This is an optimization exercise on Yosys and OpenROAD, whose aim is small area and a short achievable clock period, not a production implementation.
Function was checked by simulation only, so behaviour that the tests miss may differ from the original.
Power figures rest on the tool's default switching activity, not on a simulated workload.

## flow/design.v (module list and top-level ports; edited modules follow where they fit)
// module fa_cell: 10 lines
// module ha_cell: 9 lines
// module sym_fir: 1311 lines
// module fir_regs: 81 lines
// module fir_top: 31 lines
// module fir_chip: 41 lines
module fir_chip (
   input  logic                   clock,
   input  logic                   arst_n,
   input  logic                   psel,
   input  logic                   penable,
   input  logic                   pwrite,
   input  logic [8-1:0] paddr,
   input  logic [32-1:0] pwdata,
   output logic [32-1:0] prdata,
   output logic                   pready,
   output logic                   pslverr,
   input  logic                   in_valid,
   input  logic [16-1:0] in_data,
   output logic                   out_valid,
   output logic [16-1:0] out_data
);
  // ...
==> flow/run.sh <==
#!/bin/bash
# synth_recipe.tcl (not shown) runs the flow's synth.tcl, then flattens the netlist and writes it again
# the make line also repeats each setting of config.mk as NAME=value (left out here)
make -C /OpenROAD-flow-scripts/flow DESIGN_CONFIG=/design/flow/config.mk WORK_HOME=/design/flow/orfs CLKGATE_MAP_FILE= SYNTH_SCRIPT=/design/flow/synth_recipe.tcl finish
==> flow/config.mk <==
export PLATFORM = sky130hd
export DESIGN_NAME = fir_chip
export DESIGN_NICKNAME = fir_chip
export VERILOG_FILES = /design/flow/design.v
export SDC_FILE = /design/flow/constraint.sdc
export NUM_CORES = 4
export LEC_CHECK = 0
export ABC_AREA = 1
export CAP_MARGIN = 20
export CORE_MARGIN = 2
export CORE_UTILIZATION = 40
export CTS_BUF_LIST = sky130_fd_sc_hd__clkbuf_4 sky130_fd_sc_hd__clkbuf_8
export SETUP_SLACK_MARGIN = 5.0
export SLEW_MARGIN = 20
export SYNTH_HIERARCHICAL = 1
==> flow/constraint.sdc <==
create_clock -name core_clock -period 10.5 [get_ports {clock}]
set_input_delay 2.1000 -clock core_clock [delete_from_list [all_inputs] [get_ports {clock}]]
set_output_delay 2.1000 -clock core_clock [all_outputs]
set_load 0.01 [all_outputs]
==> results by group, run 1 <==
Setup path
  • CP Cell Sequence: clkdlybuf4s15_1 > nand2_4 > nor2_4 > inv_2 > nor2_8 > buf_6 > buf_4 > nand2_1 > nand4_1 > buf_2
  • CP bufs+invs: 5
  • Worst Setup EP: prdata[7]
  • Slowest cell delay on critical path: approximately 0.24 ns

Detailed routing
  • Top Layer Used: met4
  • Routed Antenna Nets: 0
  • Metal-1 WL: around 64000 um

GRT
  • Total gr overflow: 0
  • Global-route wire length before repair: roughly 240000 um
  • GRT Total Usage: 0.2841

Synthesis
  • Synthesized cell area: about 0.045 mm2
  • Synth Area in XOR/XNOR: 0.1500
  • Largest family of logic cells by synthesized area: adder cells

Cells and area
  • Diode count: 1
  • Biggest Area Class: multi-input combinational cells

Min path
  • Hold endpoint: u_top.u_fir.hist[4][8]$_DFFE_PP_

Outcome
  • Status: complete, no violations

Floorplanning
  • # rows: around 120
  • DIE WIDTH: about 340 um

Place
  • I/O Buffers: slightly below 100
  • Placed Area: between 0.04 and 0.05 mm2
  • Dpl ws: 3.140 ns

Timing
  • Final setup margin: 4.986 ns
  • Clock Skew: between 0.06 and 0.07 ns
  • Crit path time final: around 5.5 ns
==> module fir_regs, before the edit <==
module fir_regs (
   input  logic                                     clock,
   input  logic                                     arst_n,
   input  fir_pkg::apb_req_t                        req,
   output fir_pkg::apb_rsp_t                        rsp,
   output logic [4-1:0][18/2-1:0] cneg,
   output logic [4-1:0][18/2-1:0] cone,
   output logic [4-1:0][18/2-1:0] ctwo,
   output fir_pkg::slice_mode_t                     mode
);
   localparam int H      = 4;
   localparam int CW     = 18;
   localparam int ND     = 18 / 2;
   localparam int DATA_W = 32;
   localparam int MODE_W = 2;    
   logic              access;     
   logic              wr_en;
   logic              rd_en;
   logic              mode_sel;
   logic [H-1:0]      coef_sel;   
   logic              mapped;
   assign access = req.psel & req.penable;
   assign wr_en  = access & req.pwrite;
   assign rd_en  = access & ~req.pwrite;
   always_comb begin
      mode_sel = (req.paddr == 8'h00);
      for (int k = 0; k < H; k++)
         coef_sel[k] = (req.paddr == 8'(8'h10 + 4 * k));
   end
   assign mapped = mode_sel | (|coef_sel);
   logic [ND-1:0] wneg, wone, wtwo;
   always_comb begin
      logic [CW:0] bx;
      bx = {req.pwdata[CW-1:0], 1'b0};
      for (int i = 0; i < ND; i++) begin
         wneg[i] = bx[2*i+2];
         wone[i] = bx[2*i+1] ^ bx[2*i];
         wtwo[i] = (bx[2*i+2] & ~bx[2*i+1] & ~bx[2*i]) | (~bx[2*i+2] & bx[2*i+1] & bx[2*i]);
      end
   end
   always_ff @(posedge clock or negedge arst_n) begin
      if (!arst_n) begin
         mode <= '0;
         cneg <= '0;    
         cone <= '0;
         ctwo <= '0;
      end else if (wr_en) begin
         if (mode_sel)
            mode <= fir_pkg::slice_mode_t'(req.pwdata[MODE_W-1:0]);
         for (int k = 0; k < H; k++) begin
            if (coef_sel[k]) begin    
               cneg[k] <= wneg;
               cone[k] <= wone;
               ctwo[k] <= wtwo;
            end
         end
      end
   end
   logic [H-1:0][CW-1:0] coef;
   always_comb begin
      for (int k = 0; k < H; k++)
         for (int i = 0; i < ND; i++) begin
            coef[k][2*i+1] = cneg[k][i];
            coef[k][2*i]   = cone[k][i] ^ ((i == 0) ? 1'b0 : cneg[k][i-1]);
         end
   end
   logic              rsel_mode;
   logic [H-1:0]      rsel_coef;
   logic [CW-1:0]     rd_coef;
   assign rsel_mode = rd_en & mode_sel;
   assign rsel_coef = {H{rd_en}} & coef_sel;
   always_comb begin
      rd_coef = '0;
      for (int k = 0; k < H; k++)
         rd_coef = rd_coef | ({CW{rsel_coef[k]}} & coef[k]);
   end
   assign rsp.prdata  = {{(DATA_W - CW){rd_coef[CW-1]}}, rd_coef[CW-1:MODE_W],
                         rd_coef[MODE_W-1:0] | ({MODE_W{rsel_mode}} & mode)};
   assign rsp.pready  = 1'b1;
   assign rsp.pslverr = access & ~mapped;
endmodule
==> module fir_top, before the edit <==
module fir_top (
   input  logic              clock,
   input  logic              arst_n,
   input  fir_pkg::apb_req_t apb_req,
   output fir_pkg::apb_rsp_t apb_rsp,
   input  fir_pkg::sample_t  in,
   output fir_pkg::sample_t  out
);
   logic [4-1:0][18/2-1:0] cneg, cone, ctwo;
   fir_pkg::slice_mode_t                         mode;
   fir_regs u_regs (
      .clock  (clock),
      .arst_n (arst_n),
      .req    (apb_req),
      .rsp    (apb_rsp),
      .cneg   (cneg),
      .cone   (cone),
      .ctwo   (ctwo),
      .mode   (mode)
   );
   sym_fir u_fir (
      .clock  (clock),
      .arst_n (arst_n),
      .in     (in),
      .cneg   (cneg),
      .cone   (cone),
      .ctwo   (ctwo),
      .mode   (mode),
      .out    (out)
   );
endmodule
==> inputs of run 2 (changes only) <==
--- a/flow/design.v
+++ b/flow/design.v
@@ -41,18 +41,17 @@
    assign co = a & b;
 endmodule
 `timescale 1ns/1ps
 module sym_fir (
    input  logic                                              clock,
    input  logic                                              arst_n,
    input  fir_pkg::sample_t                                  in,
    input  logic [4-1:0][18/2-1:0]      cneg,    
-   input  logic [4-1:0][18/2-1:0]      cone,
-   input  logic [4-1:0][18/2-1:0]      ctwo,
+   input  logic [4-1:0][18/2-1:0]      cone,    
    input  fir_pkg::slice_mode_t                              mode,
    output fir_pkg::sample_t                                  out
 );
    localparam int H   = 4;
    localparam int DW  = 16;
    localparam int AW  = 37;                  
    localparam int ND  = 18 / 2;     
    localparam int OFS = 4;                   
@@ -83,17 +82,17 @@
    logic [H-1:0][ND-1:0][DW+1:0] row;
    logic [H-1:0][ND-1:0]         neg;
    always_comb begin
       for (int t = 0; t < H; t++) begin
          for (int i = 0; i < ND; i++) begin
             logic one, two, ng;
             logic [DW+1:0] m, e;
             one = cone[t][i];
-            two = ctwo[t][i];
+            two = ~cone[t][i] & (cneg[t][i] ^ ((i == 0) ? 1'b0 : cneg[t][i-1]));
             ng  = cneg[t][i];
             for (int j = 0; j <= DW + 1; j++) begin
                logic sj, sj1;
                sj  = (j == DW + 1) ? pre[t][DW] : pre[t][j];
                sj1 = (j == 0)      ? 1'b0      : pre[t][j-1];
                m[j] = (one & sj) | (two & sj1);
             end
             e = m ^ {(DW+2){ng}};
@@ -1355,17 +1354,16 @@
 `timescale 1ns/1ps
 module fir_regs (
    input  logic                                     clock,
    input  logic                                     arst_n,
    input  fir_pkg::apb_req_t                        req,
    output fir_pkg::apb_rsp_t                        rsp,
    output logic [4-1:0][18/2-1:0] cneg,
    output logic [4-1:0][18/2-1:0] cone,
-   output logic [4-1:0][18/2-1:0] ctwo,
    output fir_pkg::slice_mode_t                     mode
 );
    localparam int H      = 4;
    localparam int CW     = 18;
    localparam int ND     = 18 / 2;
    localparam int DATA_W = 32;
    localparam int MODE_W = 2;    
    logic              access;     
@@ -1378,40 +1376,37 @@
    assign wr_en  = access & req.pwrite;
    assign rd_en  = access & ~req.pwrite;
    always_comb begin
       mode_sel = (req.paddr == 8'h00);
       for (int k = 0; k < H; k++)
          coef_sel[k] = (req.paddr == 8'(8'h10 + 4 * k));
    end
    assign mapped = mode_sel | (|coef_sel);
-   logic [ND-1:0] wneg, wone, wtwo;
+   logic [ND-1:0] wneg, wone;
    always_comb begin
       logic [CW:0] bx;
       bx = {req.pwdata[CW-1:0], 1'b0};
       for (int i = 0; i < ND; i++) begin
          wneg[i] = bx[2*i+2];
          wone[i] = bx[2*i+1] ^ bx[2*i];
-         wtwo[i] = (bx[2*i+2] & ~bx[2*i+1] & ~bx[2*i]) | (~bx[2*i+2] & bx[2*i+1] & bx[2*i]);
       end
    end
    always_ff @(posedge clock or negedge arst_n) begin
       if (!arst_n) begin
          mode <= '0;
          cneg <= '0;    
          cone <= '0;
-         ctwo <= '0;
       end else if (wr_en) begin
          if (mode_sel)
             mode <= fir_pkg::slice_mode_t'(req.pwdata[MODE_W-1:0]);
          for (int k = 0; k < H; k++) begin
             if (coef_sel[k]) begin    
                cneg[k] <= wneg;
                cone[k] <= wone;
-               ctwo[k] <= wtwo;
             end
          end
       end
    end
    logic [H-1:0][CW-1:0] coef;
    always_comb begin
       for (int k = 0; k < H; k++)
          for (int i = 0; i < ND; i++) begin
@@ -1438,35 +1433,33 @@
 module fir_top (
    input  logic              clock,
    input  logic              arst_n,
    input  fir_pkg::apb_req_t apb_req,
    output fir_pkg::apb_rsp_t apb_rsp,
    input  fir_pkg::sample_t  in,
    output fir_pkg::sample_t  out
 );
-   logic [4-1:0][18/2-1:0] cneg, cone, ctwo;
+   logic [4-1:0][18/2-1:0] cneg, cone;
    fir_pkg::slice_mode_t                         mode;
    fir_regs u_regs (
       .clock  (clock),
       .arst_n (arst_n),
       .req    (apb_req),
       .rsp    (apb_rsp),
       .cneg   (cneg),
       .cone   (cone),
-      .ctwo   (ctwo),
       .mode   (mode)
    );
    sym_fir u_fir (
       .clock  (clock),
       .arst_n (arst_n),
       .in     (in),
       .cneg   (cneg),
       .cone   (cone),
-      .ctwo   (ctwo),
       .mode   (mode),
       .out    (out)
    );
 endmodule
 `timescale 1ns/1ps
 module fir_chip (
    input  logic                   clock,
    input  logic                   arst_n,
==> results by group, run 2 <==
Setup path
  • Slowest cell delay on critical path: 0.65 ns (+0.41 ns)
  • Critical path launch point type: flop
  • Worst Path Required: 10.95 ns
  • Critical path class: reg2reg
  • CP Cell Sequence: buf_12 > clkinv_8 > a21oi_4 > buf_4 > buf_12 > o21ai_4 > o22ai_2 > xor2_2 > fa_2 > fa_2 > fa_2 > fa_2 > fa_1 > fa_2 > fa_1 > fa_1
  • Critical path's most frequent cell: fa_2
  • Crit path arrival time: ~6.0 ns
  • Crit. End Element: flop
  • Slowest cell on crit path: fa_2
  • CP max FO: 7
  • CP top delay family: adder cells
  • CP bufs+invs: 4 (-1)

Synthesis
  • Synthesized Nets: roughly 4800
  • EDFF count, synth: 316
  • Synth unique cells: 52
  • Area fraction of the dominant cell type after synthesis: 0.3307
  • Synth top area cells: fa_1, edfxtp_1, xor2_1, o22ai_1, dfrtp_1
  • Most numerous cell in the Yosys netlist: fa_1
  • Yosys warns: 9
  • Post-synth top cells: fa_1, xor2_1, o22ai_1
  • Top_reg_cell synth: edfxtp_1
  • Yosys reg bits: about 410
  • Async set or reset register ratio after synthesis: 0.2255
  • Cells after Synth: roughly 4000
  • Seq/Total Area, Yosys: 0.2668
  • Synth Area per Inst: 11.36 um2
  • Synthesized cell area: 0.04420 mm2 (-1.7%)
  • Synth area leader: fa_1

Clock network
  • CTS Buf Count: 76
  • H-tree depth: 3
  • CTS Hold Buffers Added: 0
  • Clock Latency Late Sink: 0.76 ns
  • CTS tree: done
  • Clk sinks: between 400 and 500
  • CTS max path bufs: 3
  • Clk slew on worst S/H paths: 0.06 ns
  • Clock root cell: clkbuf_8

GRT
  • Number of global-route vias before repair: ~33000
  • M3 GR Usage: 0.09908
  • Met1 usage: 0.3749
  • Total gr overflow: 0 (unchanged)
  • GRT Total Usage: 0.2826 (-0.001419)
  • Global-route wire length before repair: 230000 um (-3.3%)
  • Busiest grt layer: met2
  • Met2 usage: 0.4206
  • Antenna violations before repair: 2
  • Maximum number of pins on one net before global-route repair: ~170

Timing
  • Worst rel slew slack: 0.3403
  • Unrepaired setup endpoints after global routing: yes
  • Clock Skew: 0.08401 ns (+0.01773 ns)
  • Final Max Slew Viols: 0
  • Final cycle utilization of the critical path: 0.5282
  • Crit path time final: 5.546 ns (+0.03171 ns)
  • FMAX: 180.3 MHz
  • Worst-margin pin slew: between 0.9 and 1 ns
  • Final Hold Viols: 0
  • TNS Setup: 0 ns
  • Final Setup Violations: 0

Cells and area
  • Most frequent cells in the layout: xor2_1, fa_1, o22ai_1, edfxtp_1, nand2_1
  • Area grow syn2layout: 15.04%
  • Biggest regs: u_top.u_fir.hist: 176 flops, u_top.u_fir.pre: 68 flops
  • Post-route cell area: 0.05084 mm2
  • Nets: about 5000
  • Share of layout cells above drive strength 1: 0.2058
  • Most common cell after layout, fill and taps aside: xor2_1
  • Reg with most FFs: u_top.u_fir.hist
  • Max reg flops: between 150 and 200

Detailed routing
  • Via count: about 33000
  • Vias per cell: a little under 6
  • Post-route DRC: 0
  • Routed WL: roughly 160000 um
  • Avg WL per Cell: between 20 and 30 um
  • DRT iter0 DRCs: 3974
  • Drt first pass iters: 9
  • Routed Antenna Nets: 0 (unchanged)

Pwr
  • Worst IR Drop VDD: between 0.1 and 0.15 mV
  • Total power divided by cell area: roughly 140 mW/mm2
  • Pleak: 24.07 nW
  • Total power: about 7.3 mW

Outcome
  • Status: complete, no violations

Place
  • Global placement routability congestion: about 1.0
  • Placed Area: 0.04650 mm2 (-1.3%)
  • Final HPWL DP: ~120000 um
  • I/O Buffers: 97 (unchanged)

Floorplanning
  • DIE WIDTH: 336.4 um (-0.84%)
  • I/O Pins: 113
  • Initial core utilization: 0.4049
  • Die area: 0.1132 mm2
  • Core area: 0.1092 mm2
  • # rows: 121 (-0.82%)
  • Die Height: 336.4 um

Job
  • Max-cap violations: 0

Min path
  • Hold Crit Class: reg2reg
-- run 2: what timing repair did --
item	4_1_cts	5_1_grt
gates cloned	15	2
gates resized for setup	443	126
buffers inserted	94	26
setup endpoints to repair	77	60
pin swaps	62	55
-- run 2: worst paths after layout --
path | from | to | slack [ns] | cells after the start
max | u_top.u_regs.cneg[1]$_DFFE_PN0P_ | u_top.u_fir.acc_b[17]$_DFFE_PP_ | 4.95 | 16
min reg2reg | u_top.u_fir.hist[3][8]$_DFFE_PP_ | u_top.u_fir.hist[4][8]$_DFFE_PP_ | 0.41 | 0
max in group asynchronous | arst_n | u_top.u_regs.cneg[27]$_DFFE_PN0P_ | 7.79 | 2
max reg2reg | u_top.u_regs.cneg[1]$_DFFE_PN0P_ | u_top.u_fir.acc_b[17]$_DFFE_PP_ | 4.95 | 16
min | u_top.u_fir.hist[3][8]$_DFFE_PP_ | u_top.u_fir.hist[4][8]$_DFFE_PP_ | 0.41 | 0
min in group asynchronous | arst_n | u_top.u_fir.out[12]$_DFFE_PN0P_ | 1.42 | 1
-- run 2: power breakdown --
group	switching, mW	total [mW]	internal (mW)
clock	0.744	1.69	0.944
combinational	1.99	3.37	1.38
sequential	0.152	2.28	2.13
-- run 2: cell type report --
cell class,instances,area [um2]
Antenna cell,3,7.507
Inverter,243,1217
Clock inverter,36,395.4
Timing Repair inverter,1,5.005
Tap cell,1476,1847
Multi-Input combinational cell,2966,30900
Fill cell,9976,58310
Clock buffer,103,1255
Sequential cell,408,11810
Timing Repair Buffer,320,3405
-- run 2: stage by stage --
| stage | utilization | setup slack (ns) | std cells | hold WS (ns) |
|---|---|---|---|---|
| after detailed placement | 0.4260 | 3.392 | 5277 | 0.4045 |
| final | 0.4658 | 4.954 | 5556 | 0.4101 |
| after global placement | 0.4259 | 3.465 | 5276 | 0.4011 |
| after floorplan | - | 4.995 | 3892 | 0.4003 |
| after global routing | 0.4658 | 4.893 | 5555 | 0.4083 |
| after CTS | 0.4602 | 4.933 | 5525 | 0.4080 |
-- run 2: logic make-up (layout without fill, tap and decap cells) --
| logic type | Yosys count | in the layout | share of synthesized area |
|---|---|---|---|
| AOI/OAI and AO/OA | 848 | 849 | 0.1153 |
| xor gates and xnor gates | 704 | 704 | 0.1398 |
| adders and majority gates | 824 | 824 | 0.3573 |
| buffers and inverters | 520 | 703 | 0.05099 |
| DFF | 408 | 408 | 0.2668 |
| muxes | 40 | 40 | 0.01019 |
| other | 1 | 4 | 0.00008485 |
| and+or+nand+nor | 547 | 548 | 0.05953 |
-- run 2: worst reg2reg max path: stages, from the launching register on --
cell	delay, ns
dfrtp_2	0.42
buf_12	0.15
clkinv_8	0.10
a21oi_4	0.08
buf_4	0.15
buf_12	0.12
o21ai_4	0.09
o22ai_2	0.12
xor2_2	0.20
fa_2	0.57
fa_2	0.47
fa_2	0.40
fa_2	0.65
fa_1	0.46
fa_2	0.36
fa_1	0.51
fa_1	0.41
-- run 2: per-module statistics from Yosys, one instance, submodules excluded, a selection --
module,cell area [um2],times used,cells inside,flops+latches
ha_cell,12.51,71,1,0
sym_fir,24340,1,2602,334
fir_regs,4359,1,489,74
fa_cell,20.02,730,1,0
-- run 2: metal layers --
metal	wire length [um]	share of wire
met4	7998	0.050
met3	20120	0.13
met1	62650	0.39
met5	0	0
met2	69280	0.43

static timing again, ports no longer ideal:
Ports are ideal in the flow. The routed layouts listed here were re-timed in OpenROAD. Step 1 sets driving cells, clkbuf_16 on the clock port and buf_2 on the other inputs (assumed; they add their load-dependent delay and slew). Step 2 times the ports against the registers' clock, not the clock port: input delays grow and output delays shrink by t, the midpoint of the rising clock arrivals with the driver on. Three values: no drivers, after step 1, after step 2; two values: the first two.
run	shift t [ns]	setup slack, ns	worst register clock-pin slew, ns
run 1	0.785	4.986 / 4.937 / 4.937	0.07 / 0.07
run 2	0.786	4.954 / 4.944 / 4.944	0.06 / 0.06
After both steps setup and hold are still met in every run listed. For run 1, which loses most, drivers alone change the setup slack by -0.049 ns; drivers and shift together by -0.049 ns.
